Source: an optimization exercise on an open RTL-to-GDS flow (aim: small area, a short achievable clock period and few clock cycles per item). Production flows keep margins and buffers that such runs may drop. RTL that was checked went through simulation tests only; none was proved equivalent to the original.

==> flow/design.v <==
`timescale 1ns/1ps
`default_nettype none
module ldl_solve_top (
    input  logic        clk,
    input  logic        rst,
    input  logic [7:0]  paddr,
    input  logic        psel,
    input  logic        penable,
    input  logic        pwrite,
    input  logic [31:0] pwdata,
    output logic [31:0] prdata,
    output logic        pready,
    output logic        pslverr,
    output logic        done
);
    logic [15:0] lw [0:15];
    logic [15:0] dw [0:3];
    logic [15:0] ww [0:3];
    logic [4:0] word;
    logic [4:0] wword_q;
    logic       wr_q;
    assign word = paddr[6:2];
    always_ff @(posedge clk) begin
        if (rst) begin
            wr_q <= 1'b0;
        end else begin
            wr_q <= psel && !penable && pwrite && !paddr[7];
        end
        wword_q <= word;
    end
    for (genvar k = 0; k < 16; k++) begin : g_l
        always_ff @(posedge clk) begin
            if (wr_q && wword_q == 5'(k)) lw[k] <= pwdata[15:0];
        end
    end
    for (genvar k = 0; k < 4; k++) begin : g_d
        always_ff @(posedge clk) begin
            if (wr_q && wword_q == 5'(16 + k)) dw[k] <= pwdata[15:0];
        end
    end
    logic        busy;
    logic        v2;
    logic [1:0]  dst2;
    logic [15:0] result;
    logic [15:0] lo_q;
    logic [15:0] hi_q;
    logic [15:0] hi_word;
    logic        status_q;
    logic        err_q;
    logic        rd_fwd;
    assign rd_fwd = v2 && paddr[3:2] == dst2;
    always_comb begin
        hi_word = '0;
        if (!paddr[7] && paddr[6] && !paddr[5]) begin
            if (!paddr[4])    hi_word = dw[paddr[3:2]];
            else if (rd_fwd)  hi_word = result;
            else              hi_word = ww[paddr[3:2]];
        end
    end
    always_ff @(posedge clk) begin
        lo_q     <= (paddr[7] || paddr[6]) ? 16'h0 : lw[paddr[5:2]];
        hi_q     <= hi_word;
        status_q <= (paddr == 8'h84);
        err_q    <= (paddr > 8'h84);
    end
    logic [15:0] rdata;
    assign rdata = hi_q | lo_q;
    assign pready  = 1'b1;
    assign pslverr = err_q;
    assign prdata  = {16'h0, rdata[15:2],
                      status_q ? {done, busy} : rdata[1:0]};
    logic       ctrl_go;
    logic       go;
    logic       launch;
    logic       pend;
    logic       accept;
    logic       run;
    logic [3:0] step;
    logic [3:0] nxt;
    assign ctrl_go = pwrite && paddr == 8'h80 && pwdata[0] && !busy;
    assign go      = psel && ctrl_go && !run && !v2;
    assign launch  = go || pend;
    assign accept  = psel && penable && ctrl_go;
    assign nxt     = run ? step + 4'd1 : {3'b000, launch};
    always_ff @(posedge clk) begin
        if (rst) begin
            run   <= 1'b0;
            pend  <= 1'b0;
            step  <= '0;
            v2    <= 1'b0;
            busy  <= 1'b0;
            done  <= 1'b0;
        end else begin
            v2    <= launch || run;
            pend  <= accept && !launch && !run;
            step  <= nxt;
            run   <= launch || (run && step != 4'd15);
            if (accept) begin
                busy <= 1'b1;
                done <= 1'b0;
            end else if (run && step == 4'd15) begin
                busy <= 1'b0;
                done <= 1'b1;
            end
        end
    end
    logic [3:0]  nrun;
    logic [15:0] a_op;
    logic [1:0]  src;
    logic [1:0]  dst;
    logic        acc;
    assign nrun = step + 4'd1;
    always_comb begin
        a_op = lw[4];
        src  = 2'd0;
        dst  = 2'd1;
        acc  = 1'b1;
        case (nrun)
            4'd0:  begin a_op = lw[4];  src = 2'd0; dst = 2'd1; acc = 1'b1; end
            4'd1:  begin a_op = lw[8];  src = 2'd0; dst = 2'd2; acc = 1'b1; end
            4'd2:  begin a_op = lw[9];  src = 2'd1; dst = 2'd2; acc = 1'b1; end
            4'd3:  begin a_op = lw[12]; src = 2'd0; dst = 2'd3; acc = 1'b1; end
            4'd4:  begin a_op = lw[14]; src = 2'd2; dst = 2'd3; acc = 1'b1; end
            4'd5:  begin a_op = lw[13]; src = 2'd1; dst = 2'd3; acc = 1'b1; end
            4'd6:  begin a_op = dw[0];  src = 2'd0; dst = 2'd0; acc = 1'b0; end
            4'd7:  begin a_op = dw[3];  src = 2'd3; dst = 2'd3; acc = 1'b0; end
            4'd8:  begin a_op = dw[2];  src = 2'd2; dst = 2'd2; acc = 1'b0; end
            4'd9:  begin a_op = lw[14]; src = 2'd3; dst = 2'd2; acc = 1'b1; end
            4'd10: begin a_op = dw[1];  src = 2'd1; dst = 2'd1; acc = 1'b0; end
            4'd11: begin a_op = lw[13]; src = 2'd3; dst = 2'd1; acc = 1'b1; end
            4'd12: begin a_op = lw[12]; src = 2'd3; dst = 2'd0; acc = 1'b1; end
            4'd13: begin a_op = lw[9];  src = 2'd2; dst = 2'd1; acc = 1'b1; end
            4'd14: begin a_op = lw[8];  src = 2'd2; dst = 2'd0; acc = 1'b1; end
            4'd15: begin a_op = lw[4];  src = 2'd1; dst = 2'd0; acc = 1'b1; end
            default: ;
        endcase
    end
    logic [15:0] a_idle;
    logic [23:0] bd_run;
    logic [23:0] bd_idle;
    logic [23:0] bd_op1;
    assign a_idle = (wr_q && wword_q == 5'd4) ? pwdata[15:0] : lw[4];
    booth_enc enc_run  (.a(a_op),   .sub(acc),  .d(bd_run));
    booth_enc enc_idle (.a(a_idle), .sub(1'b1), .d(bd_idle));
    booth_enc enc_op1  (.a(lw[8]),  .sub(1'b1), .d(bd_op1));
    logic [15:0] b_in;
    logic [1:0]  src_n;
    assign src_n = run ? src : 2'd0;
    always_comb begin
        b_in = ww[src_n];
        if (!run && wr_q && wword_q == 5'd20) b_in = pwdata[15:0];
        if (v2 && dst2 == src_n) b_in = result;
    end
    logic [7:0]  bneg_q;
    logic [7:0]  bone_q;
    logic [7:0]  btwo_q;
    logic [15:0] b_q;
    logic [1:0]  dst_q;
    logic        acc_q;
    always_ff @(posedge clk) begin
        {bneg_q, bone_q, btwo_q} <= run ? bd_run : launch ? bd_op1 : bd_idle;
        b_q   <= b_in;
        dst_q <= run ? dst : launch ? 2'd2 : 2'd1;
        acc_q <= run ? acc : 1'b1;
    end
    logic [15:0] pp [0:8];
    logic [15:0] sum_q;
    logic [15:0] cry_q;
    logic [15:0] sum_d;
    logic [15:0] cry_d;
    logic        x15_d;
    logic        x15_q;
    for (genvar k = 0; k < 8; k++) begin : g_pp
        logic [15:0] b1;
        logic [15:0] b2;
        logic [15:0] m;
        assign b1 = b_q << (2 * k);
        assign b2 = b_q << (2 * k + 1);
        assign m  = ({16{bone_q[k]}} & b1) | ({16{btwo_q[k]}} & b2);
        assign pp[k] = (m ^ {16{bneg_q[k]}}) & (16'hffff << (2 * k));
    end
    assign pp[8] = {1'b0, bneg_q[7], 1'b0, bneg_q[6], 1'b0, bneg_q[5], 1'b0, bneg_q[4],
                    1'b0, bneg_q[3], 1'b0, bneg_q[2], 1'b0, bneg_q[1], 1'b0, bneg_q[0]};
    csa_tree9 tree_i (
        .pp0 (pp[0]), .pp1 (pp[1]), .pp2 (pp[2]), .pp3 (pp[3]),
        .pp4 (pp[4]), .pp5 (pp[5]), .pp6 (pp[6]), .pp7 (pp[7]),
        .pp8 (pp[8]),
        .s   (sum_d),
        .c   (cry_d),
        .x15 (x15_d)
    );
    logic [15:0] base_q;
    logic [15:0] base_d;
    always_comb begin
        base_d = ww[dst_q];
        if (v2 && dst2 == dst_q) base_d = result;
        if (!acc_q) base_d = '0;
    end
    always_ff @(posedge clk) begin
        sum_q  <= sum_d;
        cry_q  <= cry_d;
        x15_q  <= x15_d;
        base_q <= base_d;
        dst2   <= dst_q;
    end
    logic [15:0] t_s;
    logic [15:0] t_c;
    assign t_s  = base_q ^ sum_q ^ cry_q ^ {x15_q, 15'h0};
    assign t_c  = {(base_q[14:0] & sum_q[14:0]) | (base_q[14:0] & cry_q[14:0]) |
                   (sum_q[14:0] & cry_q[14:0]), 1'b0};
    assign result = t_s + t_c;
    logic [15:0] w_wdata;
    assign w_wdata = v2 ? result : pwdata[15:0];
    for (genvar k = 0; k < 4; k++) begin : g_w
        always_ff @(posedge clk) begin
            if ((v2 && dst2 == 2'(k)) || (wr_q && wword_q == 5'(20 + k))) begin
                ww[k] <= w_wdata;
            end
        end
    end
endmodule
module booth_enc (
    input  logic [15:0] a,
    input  logic        sub,
    output logic [23:0] d
);
    logic [16:0] ax;
    logic [7:0]  dn;
    logic [7:0]  d1;
    logic [7:0]  d2;
    assign ax = {a, 1'b0};
    always_comb begin
        for (int k = 0; k < 8; k++) begin
            dn[k] = (ax[2*k+2] && !(ax[2*k+1] && ax[2*k])) ^ sub;
            d1[k] = ax[2*k+1] ^ ax[2*k];
            d2[k] = (ax[2*k+2] && !ax[2*k+1] && !ax[2*k]) ||
                    (!ax[2*k+2] && ax[2*k+1] && ax[2*k]);
        end
    end
    assign d = {dn, d1, d2};
endmodule
module csa_tree9 (
    input  logic [15:0] pp0, pp1, pp2, pp3, pp4, pp5, pp6, pp7, pp8,
    output logic [15:0] s,
    output logic [15:0] c,
    output logic        x15
);
    logic [14:0] a0s, a0c, a1s, a1c, a2s, a2c;
    logic        a0o, a1o, a2o;
    csa15 l1a (.x(pp0[14:0]), .y(pp1[14:0]), .z(pp8[14:0]), .s(a0s), .c(a0c), .co(a0o));
    csa15 l1b (.x(pp2[14:0]), .y(pp3[14:0]), .z(pp4[14:0]), .s(a1s), .c(a1c), .co(a1o));
    csa15 l1c (.x(pp5[14:0]), .y(pp6[14:0]), .z(pp7[14:0]), .s(a2s), .c(a2c), .co(a2o));
    logic [14:0] b0s, b0c, b1s, b1c;
    logic        b0o, b1o;
    csa15 l2a (.x(a0s), .y(a0c), .z(a1s), .s(b0s), .c(b0c), .co(b0o));
    csa15 l2b (.x(a1c), .y(a2s), .z(a2c), .s(b1s), .c(b1c), .co(b1o));
    logic [14:0] c0s, c0c;
    logic        c0o;
    csa15 l3a (.x(b0s), .y(b0c), .z(b1s), .s(c0s), .c(c0c), .co(c0o));
    logic [14:0] d0s, d0c;
    logic        d0o;
    csa15 l4a (.x(c0s), .y(c0c), .z(b1c), .s(d0s), .c(d0c), .co(d0o));
    logic p15;
    assign p15 = ((pp0[15] ^ pp1[15]) ^ (pp2[15] ^ pp3[15])) ^
                 ((pp4[15] ^ pp5[15]) ^ (pp6[15] ^ pp7[15])) ^ pp8[15];
    assign s   = {p15 ^ a0o ^ a1o ^ a2o, d0s};
    assign c   = {d0o, d0c};
    assign x15 = b0o ^ b1o ^ c0o;
endmodule
module csa15 (
    input  logic [14:0] x,
    input  logic [14:0] y,
    input  logic [14:0] z,
    output logic [14:0] s,
    output logic [14:0] c,
    output logic        co
);
    logic [14:0] m;
    assign s  = x ^ y ^ z;
    assign m  = (x & y) | (x & z) | (y & z);
    assign c  = {m[13:0], 1'b0};
    assign co = m[14];
endmodule
`default_nettype wire
make LEC_CHECK=0 CAP_MARGIN=20 CORE_MARGIN=2 CORE_UTILIZATION=60 CTS_CLUSTER_DIAMETER=80 CTS_CLUSTER_SIZE=30 SETUP_SLACK_MARGIN=4.0 SLEW_MARGIN=20 finish   # period 7.0 ns
run.sh (not shown) runs the stock make flow with config.mk's settings and CLKGATE_MAP_FILE= SYNTH_SCRIPT=/design/flow/synth_recipe.tcl, a recipe that flattens the netlist after the stock synthesis.
The starting point produced a clean layout.
Testbench counts at the start, summed over its fixed seeds: cycles 2,784, solves 72.
Edit:
--- a/flow/design.v
+++ b/flow/design.v
@@ -51,11 +51,10 @@
     assign rd_fwd = v2 && paddr[3:2] == dst2;
     always_comb begin
         hi_word = '0;
-        if (!paddr[7] && paddr[6] && !paddr[5]) begin
-            if (!paddr[4])    hi_word = dw[paddr[3:2]];
-            else if (rd_fwd)  hi_word = result;
-            else              hi_word = ww[paddr[3:2]];
-        end
+        if (!paddr[7] && paddr[6] && !paddr[5])
+            hi_word = paddr[4] ? ww[paddr[3:2]] : dw[paddr[3:2]];
+        if (!paddr[7] && paddr[6:4] == 3'b101 && rd_fwd)
+            hi_word = result;
     end
     always_ff @(posedge clk) begin
         lo_q     <= (paddr[7] || paddr[6]) ? 16'h0 : lw[paddr[5:2]];
@@ -192,9 +191,8 @@
     logic [15:0] base_q;
     logic [15:0] base_d;
     always_comb begin
-        base_d = ww[dst_q];
-        if (v2 && dst2 == dst_q) base_d = result;
-        if (!acc_q) base_d = '0;
+        base_d = acc_q ? ww[dst_q] : 16'h0;
+        if (acc_q && v2 && dst2 == dst_q) base_d = result;
     end
     always_ff @(posedge clk) begin
         sum_q  <= sum_d;
The changed run produced a clean layout.
Wire length is higher by 15%.
Synthesized area increases by 1.5%.
Core utilization is higher by 3.1 points.
Non-clock buffer count grows by 84.
Die area grows by 1.5%.
Clock-buffer cell count shrinks by 1.
No functional check of the RTL was part of the second run of this note.

[afterwards: timing with drivers on the ports]
How much do the figures lean on ideal ports? The routed layouts below were timed once more, with nothing changed but the port constraints.
Step 1, drivers: a clkbuf_16 drives clk and a buf_2 each remaining input, both assumed.
Step 2 adds t to the input delays and takes it off the output delays; t is the mean of the earliest and latest rising clock arrival at the registers after step 1. Input paths then give back, and output paths get back, about the clock's delay inside the block.
Three values: ideal, step 1, step 2; two values: the first two.
run | t (ns) | setup slack, ns | worst register clock-pin slew, ns
the first run | 0.661 | 3.883 / 3.883 / 3.353 | 0.11 / 0.11
the second run | 0.687 | 3.678 / 3.678 / 3.372 | 0.12 / 0.12
After both steps every run listed still meets setup and hold. The setup slack of the first run, which loses most, moves by 0.000 ns with the drivers and by -0.530 ns with both steps.
